This is an optimization exercise on Yosys and OpenROAD, whose aim is a short achievable clock period and few clock cycles, not a production implementation.
Function was checked by simulation only, so behaviour that the tests miss may differ from the original.
No activity file was given, so power comes from the tool's default toggle rates.

==> try-garnet <==
// mcCpu
module mcCpu (
  input  wire        clk,
  input  wire        reset,
  input  wire [31:0] memData,
  input  wire        memReady,
  output wire [31:0] memAddr,
  output wire [31:0] memWdata,
  output wire        memRead,
  output wire        memWrite,
  output wire        halted,
  output wire [31:0] pc
);
export LEC_CHECK = 0
export ABC_CLOCK_PERIOD_IN_PS = 3000
export CAP_MARGIN = 35
export CORE_MARGIN = 2
export CORE_UTILIZATION = 45
export GPL_ROUTABILITY_DRIVEN = 1
export PLACE_DENSITY = 0.6
export SLEW_MARGIN = 30
export TNS_END_PERCENT = 100
create_clock -name core_clock -period 10.0 [get_ports {clk}]
standard.sh (not shown) runs the stock make flow with config.mk's settings and CLKGATE_MAP_FILE= SYNTH_SCRIPT=/design/flow/synth_recipe.tcl, a recipe that flattens the netlist after the stock synthesis.
==> flow/flow/run.sh <==
#!/bin/bash
set -euo pipefail
bash standard.sh SETUP_SLACK_MARGIN=6.5 finish > standard.log 2>&1
==> try-cedar (differences from try-garnet) <==
--- a/flow/design.v
+++ b/flow/design.v
@@ -210,23 +210,26 @@
   wire mqF       = mq_rd & ~mq_d;            
   wire portWait  = (mq_rd | mq_wr) & ~memReady;
   wire [5:0]  md_op   = memData[31:26];
   wire        md_j    = (md_op == 6'b000010);
   wire        md_beq  = (md_op == 6'b000100);
   wire        md_bne  = (md_op == 6'b000101);
   wire        md_same = (memData[25:21] == memData[20:16]);
   wire        md_pred = md_j | (md_bne & ~md_same) | (md_beq & (md_same | memData[15]));
+  wire        md_loop = ~md_j & memData[15] & (&memData[14:6]);
   wire [29:0] md_jt   = {mq_p1[29:26], memData[25:0]};
-  wire [29:0] md_bt0;
-  wire [1:0]  md_upd;
+  wire [29:0] md_bt0, md_bt1, md_bt2;
+  wire [1:0]  md_upd, md_upd1, md_upd2;
   brTarget u_mdT0 (.pc4(mq_p1), .off(memData[15:0]), .cin(1'b0), .tgt(md_bt0), .upd(md_upd));
-  wire [29:0] md_tgt  = md_jt;                                 
-  wire [29:0] md_tgt1 = md_jt + 30'd1;                         
-  wire [29:0] md_tgt2 = md_jt + 30'd2;                         
+  brTarget u_mdT1 (.pc4(mq_p1), .off(memData[15:0]), .cin(1'b1), .tgt(md_bt1), .upd(md_upd1));
+  brTarget u_mdT2 (.pc4(mq_p2), .off(memData[15:0]), .cin(1'b1), .tgt(md_bt2), .upd(md_upd2));
+  wire [29:0] md_tgt  = md_j ? md_jt : md_bt0;                 
+  wire [29:0] md_tgt1 = md_j ? md_jt + 30'd1 : md_bt1;         
+  wire [29:0] md_tgt2 = md_j ? md_jt + 30'd2 : md_bt2;         
   wire [NE-1:0] md_toh = onehot(md_tgt[IW-1:0]);
   reg          fr_v, fr_p, fr_j;
   reg          fr_rg;
   reg [5:0]    fr_tg;
   reg [31:0]   fr_d;
   reg [15:0]   fr_tl;
   reg [1:0]    fr_tu;
   always @(*) begin
@@ -342,20 +345,18 @@
   wire flushX  = redirX | haltX | halt_r;
   wire xMem    = x_v & (x_ld | x_st);
   wire stopF   = halt_r | haltX;
   wire xHold   = mHold | (portBusyD & (xMem | haltX));
   wire dHold = d_v & (d_hz | xHold);         
   wire fgo   = ~dHold & fhit & ~flushX;      
   wire fjump = fgo & f_p;                    
   wire inFlightF = mqF & (mq_a[31:2] == fpc);
-  wire demandC   = ~fhit & ~inFlightF & ~stopF;
-  reg  dem_r;
-  wire demand    = dem_r & ~inFlightF & ~stopF;
-  wire follow    = mqF & md_j & ~stopF;    
+  wire demand    = ~fhit & ~inFlightF & ~stopF;
+  wire follow    = mqF & md_pred & ~md_loop & ~stopF;    
   function lookHit;
     input [NE-1:0] oh;
     input [29:0]   wa;
     reg            v, rg;
     reg [5:0]      tg;
     integer        j;
     begin
       v = 1'b0; rg = 1'b0; tg = 6'd0;
@@ -373,20 +374,18 @@
   wire [29:0] pfa2   = pfa + 30'd2;
   wire        hitHold = lookHit(pfa_oh, pfa) | (mqF & (mq_a[31:2] == pfa));
   wire        hitAdv  = lookHit(rotl1(pfa_oh), pfa1) | (mqF & (mq_a[31:2] == pfa1));
   wire        inFlP  = mqF & (mq_a[31:2] == pfa);
   wire        pfHit  = (pf_k & pf_h) | inFlP;
   wire [8:0]  pLo    = {1'b0, pfa[7:0]} - {1'b0, fpc[7:0]};
   wire [21:0] fpcUp1 = fpc[29:8] + 22'd1;
   wire        pUpOk  = pLo[8] ? (pfa[29:8] == fpcUp1) : (pfa[29:8] == fpc[29:8]);
-  wire        pInWinC = pUpOk & (pLo[7:0] < WIN[7:0] - 8'd1);
-  reg         pInWin;                
-  wire        resyncC = ~(pUpOk & (pLo[7:0] < FAR[7:0]));
-  reg         resync;                
+  wire        pInWin = pUpOk & (pLo[7:0] < WIN[7:0]);
+  wire        resync = ~(pUpOk & (pLo[7:0] < FAR[7:0]));
   wire        pfNeed = pInWin & ~pfHit & ~stopF & (pf_k | pf_miss);
   reg [29:0]   s_pfa;
   reg [NE-1:0] s_pfoh;
   reg [1:0]    s_pk;
   always @(*) begin
     if (resync) begin
       s_pfa = fpc; s_pfoh = fpc_oh; s_pk = 2'd3;
     end else if (pInWin & pfHit) begin
@@ -483,19 +482,16 @@
   always @(posedge clk) begin
     if (reset) begin
       mq_p1  <= 30'd1;
       mq_p2  <= 30'd2;
       mq_oh  <= {{(NE-1){1'b0}}, 1'b1};
       pfa    <= 30'd1;
       pfa_oh <= {{(NE-2){1'b0}}, 2'b10};
       pf_k   <= 1'b0;
-      dem_r  <= 1'b0;
-      resync <= 1'b0;
-      pInWin <= 1'b1;
       pf_miss <= 1'b1;
       fpc    <= 30'd0;
       fpc_oh <= {{(NE-1){1'b0}}, 1'b1};
       inv_v  <= 1'b0;
       d_v    <= 1'b0;
       x_v    <= 1'b0;
       m_we   <= 1'b0;
       m_fwd  <= 1'b0;
@@ -507,19 +503,16 @@
       if (fillC && m_new) rg_v[m_vict] <= 1'b1;
       if (!portWait) begin
         mq_p1 <= a_p1;
         mq_p2 <= a_p2;
         mq_oh <= a_oh;
       end
       pfa    <= portWait ? b_pfa : a_pfa;
       pfa_oh <= portWait ? b_pfoh : a_pfoh;
-      dem_r   <= demandC & ~fgo & ~fjump & ~redirX;
-      resync  <= resyncC & ~resync;
-      pInWin  <= pInWinC;
       pf_k    <= ~n_pk[1];
       pf_h    <= n_pk[0] ? hitAdv : hitHold;
       pf_miss <= (n_pk == 2'd2);
       inv_v  <= mq_wr & (st_tag == mq_a[IW+7:IW+2]);    
       inv_ix <= mq_a[IW+1:2];
       for (i = 0; i < NE; i = i + 1) begin
         if (fillC && mq_oh[i])
           c_v[i] <= 1'b1;
==> flow/config.mk (replaced) <==
export PLATFORM = sky130hd
export DESIGN_NAME = mcCpu
export DESIGN_NICKNAME = mcCpu
export VERILOG_FILES = /design/flow/design.v
export SDC_FILE = /design/flow/constraint.sdc
export NUM_CORES = 8
export LEC_CHECK = 0
export ABC_CLOCK_PERIOD_IN_PS = 3000
export CAP_MARGIN = 20
export CORE_MARGIN = 2
export CORE_UTILIZATION = 45
export GPL_ROUTABILITY_DRIVEN = 1
export PLACE_DENSITY = 0.6
export SLEW_MARGIN = 20
export TNS_END_PERCENT = 100
==> results.txt <==
- try-cedar finished clean. try-garnet finished with timing, DRC and antenna clean.
- Between try-cedar and try-garnet, the lower die area is in try-garnet (gap about 0.66%, measured against try-garnet).
- Between try-cedar and try-garnet, the lower combinational power is in try-cedar (gap 16%, measured against try-garnet).
- In try-cedar the non-clock buffer count is higher than in try-garnet, by 72.
- Between try-garnet and try-cedar, the lower final cell count is in try-garnet (gap about 0.9%, measured against try-cedar).
- Between try-garnet and try-cedar, the lower total power is in try-cedar (gap about 1.5%, measured against try-cedar).
- Against try-cedar, the clock-buffer cell count of try-garnet is higher by 2.
- Against try-cedar, the synthesized cell count of try-garnet is lower by about 0.65%.
- Of try-cedar and try-garnet, try-cedar has the higher wire length (gap 4.1%, measured against try-garnet).
- Between try-garnet and try-cedar, the lower sequential share of layout area is in try-cedar (gap 0.75 points).
- Area after synthesis: try-garnet is smaller than try-cedar (0.66%).
==> figures <==
|  | try-cedar | try-garnet |
|---|---|---|
| Core Footprint | 378000 µm² | 375000 µm² |
| Worst r2r src | fpc_oh[26] | x_subt |
| Sequential cell count | 3723 | 3716 |
| Die ar. | 384000 µm² | 382000 µm² |
| Data arrival at the endpoint of the critical path | 5.47 ns | 4.96 ns |
| CP Capture Point | mq_a[7] | m_res[0] |
| Chip width | 620 µm | 618 µm |
| Mapped cell area | 171000 µm² | 170000 µm² |
| Global-route wire length before repair | 1270 mm | 1220 mm |
| Hold Crit Endpoint | x_rpc[13] | x_roh[7] |
| Multi-input combinational cell count | 8639 | 8541 |
| Die boundary height | 620 µm | 618 µm |
| Detail Placement HPWL | 523 mm | 512 mm |
| Synth unique cells | 103 | 101 |
| Combinational share of power | 9.5% | 11.2% |
| Cts repair resizes | 2547 | 2582 |
| Number of placed instances, taps included | 18200 | 18100 |
| CLK BUF | 492 | 494 |
| Status | complete, no violations | complete, no violations |
| Routed length on met2 | 391 mm | 371 mm |
| Tapcell Cnt | 5016 | 4994 |
Testbench counts of try-garnet, summed over its fixed seeds: cycles 30,348.
Testbench counts of try-cedar, summed over its fixed seeds: cycles 29,205.

* * *

==> run a: inputs <==
Another version of the RTL of mcCpu (not shown whole).
## mcCpu
module mcCpu (
  input  wire        clk,
  input  wire        reset,
  input  wire [31:0] memData,
  input  wire        memReady,
  output wire [31:0] memAddr,
  output wire [31:0] memWdata,
  output wire        memRead,
  output wire        memWrite,
  output wire        halted,
  output wire [31:0] pc
);
clock: 10.0 ns
lec_check: 0
abc_clock_period_in_ps: 3000
cap_margin: 20
core_margin: 2
core_utilization: 30
gpl_routability_driven: 1
setup_slack_margin: 5
slew_margin: 20
run.sh (not shown) runs the stock make flow with config.mk's settings and CLKGATE_MAP_FILE= SYNTH_SCRIPT=/design/flow/synth_recipe.tcl, a recipe that flattens the netlist after the stock synthesis.
Stock flow here: none of the scripts above is used.
==> inputs of run b, as changes to run a <==
==> flow/design.v (replaced) <==
`timescale 1ns/10ps
`default_nettype none
module alu (
  input  wire [31:0] a,
  input  wire [31:0] b,
  input  wire        opAdd,
  input  wire        opSub,
  input  wire        opAnd,
  input  wire        opOr,
  input  wire        opNor,
  input  wire        opSlt,
  output wire [31:0] sum,
  output wire [31:0] result
);
  wire        subtract = opSub | opSlt;
  wire [31:0] bb = subtract ? ~b : b;
  assign sum = a + bb + {31'd0, subtract};
  wire        lt = (a[31] != b[31]) ? a[31] : sum[31];
  assign result = ({32{opAdd | opSub}} & sum) |
                  ({32{opAnd}} & (a & b)) |
                  ({32{opOr}}  & (a | b)) |
                  ({32{opNor}} & ~(a | b)) |
                  ({31'd0, opSlt & lt});
endmodule
`default_nettype wire
`timescale 1ns/10ps
`default_nettype none
module regFile (
  input  wire        clk,
  input  wire        reset,
  input  wire [4:0]  addrA,
  input  wire [4:0]  addrB,
  input  wire [4:0]  writeAddr,
  input  wire [31:0] writeData,
  input  wire        writeEn,
  output wire [31:0] dataA,
  output wire [31:0] dataB
);
  reg [31:0] regs [1:31];
  integer i;
  always @(posedge clk or posedge reset) begin
    if (reset) begin
      for (i = 1; i < 32; i = i + 1) begin
        regs[i] <= 32'd0;
      end
    end else if (writeEn && writeAddr != 5'd0) begin
      regs[writeAddr] <= writeData;
    end
  end
  assign dataA = (addrA == 5'd0) ? 32'd0 :
                 (writeEn && writeAddr == addrA) ? writeData : regs[addrA];
  assign dataB = (addrB == 5'd0) ? 32'd0 :
                 (writeEn && writeAddr == addrB) ? writeData : regs[addrB];
endmodule
`default_nettype wire
`timescale 1ns/10ps
`default_nettype none
module mcCpu (
  input  wire        clk,
  input  wire        reset,
  input  wire [31:0] memData,
  input  wire        memReady,
  output wire [31:0] memAddr,
  output wire [31:0] memWdata,
  output wire        memRead,
  output wire        memWrite,
  output wire        halted,
  output wire [31:0] pc
);
  localparam integer IW  = 5;            
  localparam integer NE  = 1 << IW;      
  localparam integer TW  = 30 - IW;      
  localparam [29:0]  WIN = 30'd6;        
  reg        mq_rd, mq_wr, mq_d;
  reg [31:0] mq_a, mq_wd;
  reg        fl_v;
  reg [29:0] fl_a;
  reg [31:0] fl_d;
  reg [29:0] pfa;
  reg [29:0] fpc;
  reg        d_v, d_rdone;
  reg [31:0] d_ir;
  reg [29:0] d_pc;
  reg        x_v;
  reg [29:0] x_pc4, x_tgt;
  reg [4:0]  x_rs, x_rt, x_sr, x_rd;
  reg [31:0] x_a, x_b, x_sd;
  reg        x_add, x_sub, x_and, x_or, x_nor, x_slt;
  reg        x_ld, x_st, x_beq, x_bne, x_pred, x_halt;
  reg        m_we, m_fwd, m_ld;
  reg [4:0]  m_rd;
  reg [31:0] m_res;
  reg        w_we;
  reg [4:0]  w_rd;
  reg [31:0] w_val;
  reg        halt_r;
  reg [29:0] hpc;
  reg [NE-1:0] c_v;
  reg [TW-1:0] c_tag [0:NE-1];
  reg [31:0]   c_d   [0:NE-1];
  assign memAddr  = mq_a;
  assign memWdata = mq_wd;
  assign memRead  = mq_rd;
  assign memWrite = mq_wr;
  assign halted   = halt_r;
  assign pc       = {hpc, 2'b00};
  wire stallM = mq_d & ~memReady;
  wire [IW-1:0] fidx  = fpc[IW-1:0];
  wire          hitC  = c_v[fidx] & (c_tag[fidx] == fpc[29:IW]);
  wire          hitF  = fl_v & (fl_a == fpc);
  wire          fhit  = hitC | hitF;
  wire [31:0]   f_ir  = hitF ? fl_d : c_d[fidx];
  wire [5:0]  d_op = d_ir[31:26];
  wire [5:0]  d_fn = d_ir[5:0];
  wire [4:0]  d_rs = d_ir[25:21];
  wire [4:0]  d_rt = d_ir[20:16];
  wire [4:0]  d_rdf = d_ir[15:11];
  wire [15:0] d_imm = d_ir[15:0];
  wire d_isR   = (d_op == 6'b000000);
  wire d_fAdd  = d_isR & (d_fn == 6'b100000);
  wire d_fSub  = d_isR & (d_fn == 6'b100010);
  wire d_fAnd  = d_isR & (d_fn == 6'b100100);
  wire d_fOr   = d_isR & (d_fn == 6'b100101);
  wire d_fNor  = d_isR & (d_fn == 6'b100111);
  wire d_fSlt  = d_isR & (d_fn == 6'b101010);
  wire d_rOk   = d_fAdd | d_fSub | d_fAnd | d_fOr | d_fNor | d_fSlt;
  wire d_addi  = (d_op == 6'b001000);
  wire d_lui   = (d_op == 6'b001111);
  wire d_lw    = (d_op == 6'b100011);
  wire d_sw    = (d_op == 6'b101011);
  wire d_beq   = (d_op == 6'b000100);
  wire d_bne   = (d_op == 6'b000101);
  wire d_j     = (d_op == 6'b000010);
  wire d_legal = d_rOk | d_addi | d_lui | d_lw | d_sw | d_beq | d_bne | d_j;
  wire d_useRs = d_rOk | d_addi | d_lw | d_sw | d_beq | d_bne;
  wire d_useRt = d_rOk | d_sw | d_beq | d_bne;
  wire d_bReg  = d_rOk | d_beq | d_bne;         
  wire [4:0] d_dst = d_rOk ? d_rdf : ((d_addi | d_lui | d_lw) ? d_rt : 5'd0);
  wire [31:0] d_sext = {{16{d_imm[15]}}, d_imm};
  wire [31:0] d_immv = d_lui ? {d_imm, 16'h0000} : d_sext;
  wire [31:0] rfA, rfB;
  regFile u_regFile (
    .clk(clk),
    .reset(reset),
    .addrA(d_rs),
    .addrB(d_rt),
    .writeAddr(w_rd),
    .writeData(w_val),
    .writeEn(w_we),
    .dataA(rfA),
    .dataB(rfB)
  );
  wire d_hz = d_v & x_v & x_ld & (x_rd != 5'd0) &
              ((d_useRs & (d_rs == x_rd)) | (d_useRt & (d_rt == x_rd)));
  wire        d_sameR = (d_rs == d_rt);
  wire        d_predB = (d_bne & ~d_sameR) | (d_beq & (d_sameR | d_imm[15]));
  wire        d_pred  = d_j | d_predB;
  wire [29:0] d_pc4   = d_pc + 30'd1;
  wire [29:0] d_btgt  = d_pc4 + {{14{d_imm[15]}}, d_imm};
  wire [29:0] d_tgt   = d_j ? {d_pc4[29:26], d_ir[25:0]} : d_btgt;
  wire m_fA = m_fwd & (m_rd == x_rs);
  wire w_fA = w_we & (w_rd == x_rs);
  wire m_fB = m_fwd & (m_rd == x_rt);
  wire w_fB = w_we & (w_rd == x_rt);
  wire m_fS = m_fwd & (m_rd == x_sr);
  wire w_fS = w_we & (w_rd == x_sr);
  wire [31:0] fa = m_fA ? m_res : (w_fA ? w_val : x_a);
  wire [31:0] fb = m_fB ? m_res : (w_fB ? w_val : x_b);
  wire [31:0] fs = m_fS ? m_res : (w_fS ? w_val : x_sd);
  wire [31:0] x_sum, x_res;
  alu u_alu (
    .a(fa),
    .b(fb),
    .opAdd(x_add),
    .opSub(x_sub),
    .opAnd(x_and),
    .opOr(x_or),
    .opNor(x_nor),
    .opSlt(x_slt),
    .sum(x_sum),
    .result(x_res)
  );
  wire        x_eq    = (fa == fb);
  wire        x_taken = (x_beq & x_eq) | (x_bne & ~x_eq);
  wire        redirX  = x_v & (x_beq | x_bne) & (x_taken ^ x_pred);
  wire [29:0] tX      = x_taken ? x_tgt : x_pc4;
  wire        haltX   = x_v & x_halt;
  wire        flushX  = redirX | haltX | halt_r;
  wire        xMem    = x_v & (x_ld | x_st);
  wire redirD = d_v & d_pred & ~d_rdone & ~flushX;
  wire dHold  = d_v & (d_hz | stallM);       
  wire dAcc   = ~dHold;                       
  wire redir  = redirX | redirD;
  wire [29:0] tR = redirX ? tX : d_tgt;
  wire curFetchBusy = mq_rd & ~mq_d & ~memReady;
  wire inFlight     = mq_rd & ~mq_d & (mq_a[31:2] == fpc);
  wire demand       = ~fhit & ~inFlight;
  wire [IW-1:0] pidx  = pfa[IW-1:0];
  wire          pfHit = (c_v[pidx] & (c_tag[pidx] == pfa[29:IW])) | (fl_v & (fl_a == pfa));
  wire [29:0]   ahead = pfa - fpc;
  wire          behind = ahead[29];
  wire          inWin = (ahead < WIN);
  wire          stopF = halt_r | haltX;
  reg        n_rd, n_wr, n_d;
  reg [31:0] n_a, n_wd;
  reg [29:0] n_pfa;
  always @(*) begin
    n_rd  = 1'b0;
    n_wr  = 1'b0;
    n_d   = 1'b0;
    n_a   = mq_a;
    n_wd  = mq_wd;
    n_pfa = pfa;
    if (stallM) begin
      n_rd = mq_rd;
      n_wr = mq_wr;
      n_d  = 1'b1;
      if (redir) n_pfa = tR;
    end else if (xMem) begin
      n_rd = x_ld;
      n_wr = x_st;
      n_d  = 1'b1;
      n_a  = x_sum;
      n_wd = fs;
      if (redirD) n_pfa = d_tgt;
      else if (curFetchBusy) n_pfa = mq_a[31:2];    
    end else if (stopF) begin
      n_pfa = pfa;
    end else if (redir) begin
      n_rd  = 1'b1;
      n_a   = {tR, 2'b00};
      n_pfa = tR + 30'd1;
    end else if (curFetchBusy) begin
      n_rd = 1'b1;
    end else if (demand) begin
      n_rd  = 1'b1;
      n_a   = {fpc, 2'b00};
      n_pfa = fpc + 30'd1;
    end else if (inWin & ~pfHit) begin
      n_rd  = 1'b1;
      n_a   = {pfa, 2'b00};
      n_pfa = pfa + 30'd1;
    end else if (behind) begin
      n_pfa = fpc;
    end else if (inWin) begin
      n_pfa = pfa + 30'd1;
    end
  end
  integer k;
  always @(posedge clk or posedge reset) begin
    if (reset) begin
      mq_rd  <= 1'b1;           
      mq_wr  <= 1'b0;
      mq_d   <= 1'b0;
      mq_a   <= 32'd0;
      pfa    <= 30'd1;
      fpc    <= 30'd0;
      fl_v   <= 1'b0;
      d_v    <= 1'b0;
      d_rdone <= 1'b0;
      x_v    <= 1'b0;
      m_we   <= 1'b0;
      m_fwd  <= 1'b0;
      m_ld   <= 1'b0;
      w_we   <= 1'b0;
      halt_r <= 1'b0;
      hpc    <= 30'd0;
      c_v    <= {NE{1'b0}};
    end else begin
      mq_rd <= n_rd & ~halt_r;
      mq_wr <= n_wr & ~halt_r;
      mq_d  <= n_d & ~halt_r;
      mq_a  <= n_a;
      pfa   <= n_pfa;
      fl_v  <= mq_rd & ~mq_d & memReady;
      if (fl_v) c_v[fl_a[IW-1:0]] <= 1'b1;
      if (mq_wr && (c_tag[mq_a[IW+1:2]] == mq_a[31:IW+2])) c_v[mq_a[IW+1:2]] <= 1'b0;
      if (redir) fpc <= tR;
      else if (dAcc & fhit) fpc <= fpc + 30'd1;
      if (flushX) begin
        d_v <= 1'b0;
      end else if (dHold) begin
        if (redirD) d_rdone <= 1'b1;
      end else begin
        d_v     <= fhit & ~redirD & ~stopF;
        d_rdone <= 1'b0;
      end
      if (!stallM) x_v <= d_v & ~d_hz & ~flushX;
      if (!stallM) begin
        m_we  <= x_v & (x_rd != 5'd0);
        m_fwd <= x_v & (x_rd != 5'd0) & ~x_ld;
        m_ld  <= x_v & x_ld;
      end
      w_we <= m_we & ~stallM;
      if (haltX & ~stallM) begin
        halt_r <= 1'b1;
        hpc    <= x_pc4;
      end
    end
  end
  always @(posedge clk) begin
    mq_wd <= n_wd;
    fl_a  <= mq_a[31:2];
    fl_d  <= memData;
    if (fl_v) begin
      c_tag[fl_a[IW-1:0]] <= fl_a[29:IW];
      c_d[fl_a[IW-1:0]]   <= fl_d;
    end
    if (!dHold) begin
      d_ir <= f_ir;
      d_pc <= fpc;
    end
    if (!stallM) begin
      x_pc4  <= d_pc4;
      x_tgt  <= d_btgt;
      x_rs   <= d_useRs ? d_rs : 5'd0;
      x_rt   <= d_bReg ? d_rt : 5'd0;
      x_sr   <= d_sw ? d_rt : 5'd0;
      x_rd   <= d_legal ? d_dst : 5'd0;
      x_a    <= d_useRs ? rfA : 32'd0;
      x_b    <= d_bReg ? rfB : d_immv;
      x_sd   <= rfB;
      x_add  <= d_fAdd | d_addi | d_lui | d_lw | d_sw;
      x_sub  <= d_fSub;
      x_and  <= d_fAnd;
      x_or   <= d_fOr;
      x_nor  <= d_fNor;
      x_slt  <= d_fSlt;
      x_ld   <= d_lw;
      x_st   <= d_sw;
      x_beq  <= d_beq;
      x_bne  <= d_bne;
      x_pred <= d_predB;
      x_halt <= ~d_legal;
    end else begin
      if (redirX) x_pred <= x_taken;      
      x_a  <= fa;
      x_b  <= fb;
      x_sd <= fs;
    end
    if (!stallM) begin
      m_rd  <= x_rd;
      m_res <= x_res;
    end
    w_rd  <= m_rd;
    w_val <= m_ld ? memData : m_res;
  end
endmodule
`default_nettype wire
Settings changed: ABC_CLOCK_PERIOD_IN_PS 3000 to unset, SETUP_SLACK_MARGIN 5 to unset.
==> comparison <==
Against run a, the first-iteration DRC count of run b is smaller by about 38%.
Between run a and run b, the lower non-clock buffer count is in run b (gap 717).
Against run a, the synthesized cell count of run b is smaller by 32%.
Against run b, the register-to-register slack of run a is higher by 3.0 ns.
Against run b, the sequential power of run a is larger by 110%.
Count of clock-buffer cells in the layout: run a is higher than run b (442).
Against run a, the clock power of run b is smaller by about 50%.
Testbench counts of run a, summed over its fixed seeds: cycles 28,417.
Testbench counts of run b, summed over its fixed seeds: cycles 34,772.

re-timing with driven ports:
Ports are ideal in the flow. The routed layouts listed here were re-timed in OpenROAD.
Step 1: set_driving_cell puts a clkbuf_16 on clk and a buf_2 on each other input, an assumption about the parent block.
Step 2, shift: input delay + t, output delay - t, t = (earliest + latest rising clock arrival at the registers) / 2. This alone moves slack from input paths to output paths.
Slacks: ideal ports / drivers / drivers and shift; pairs: ideal ports / drivers.
| run | t (ns) | slack for setup (ns) | latest minus earliest clock arrival (ns) | worst register clock-pin slew, ns |
|---|---|---|---|---|
| try-garnet | 1.127 | 5.797 / 5.797 / 4.812 | 0.139 / 0.138 | 0.07 / 0.07 |
| try-cedar | 1.143 | 5.421 / 5.421 / 4.375 | 0.116 / 0.115 | 0.07 / 0.07 |
| run a | 1.361 | 4.040 / 4.040 / 3.545 | 0.186 / 0.186 | 0.07 / 0.07 |
| run b | 1.119 | 0.998 / 0.998 / 0.998 | 0.165 / 0.165 | 0.07 / 0.07 |
After both steps every run listed still meets setup and hold. The setup slack of try-cedar, which loses most, moves by 0.000 ns with the drivers and by -1.046 ns with both steps.
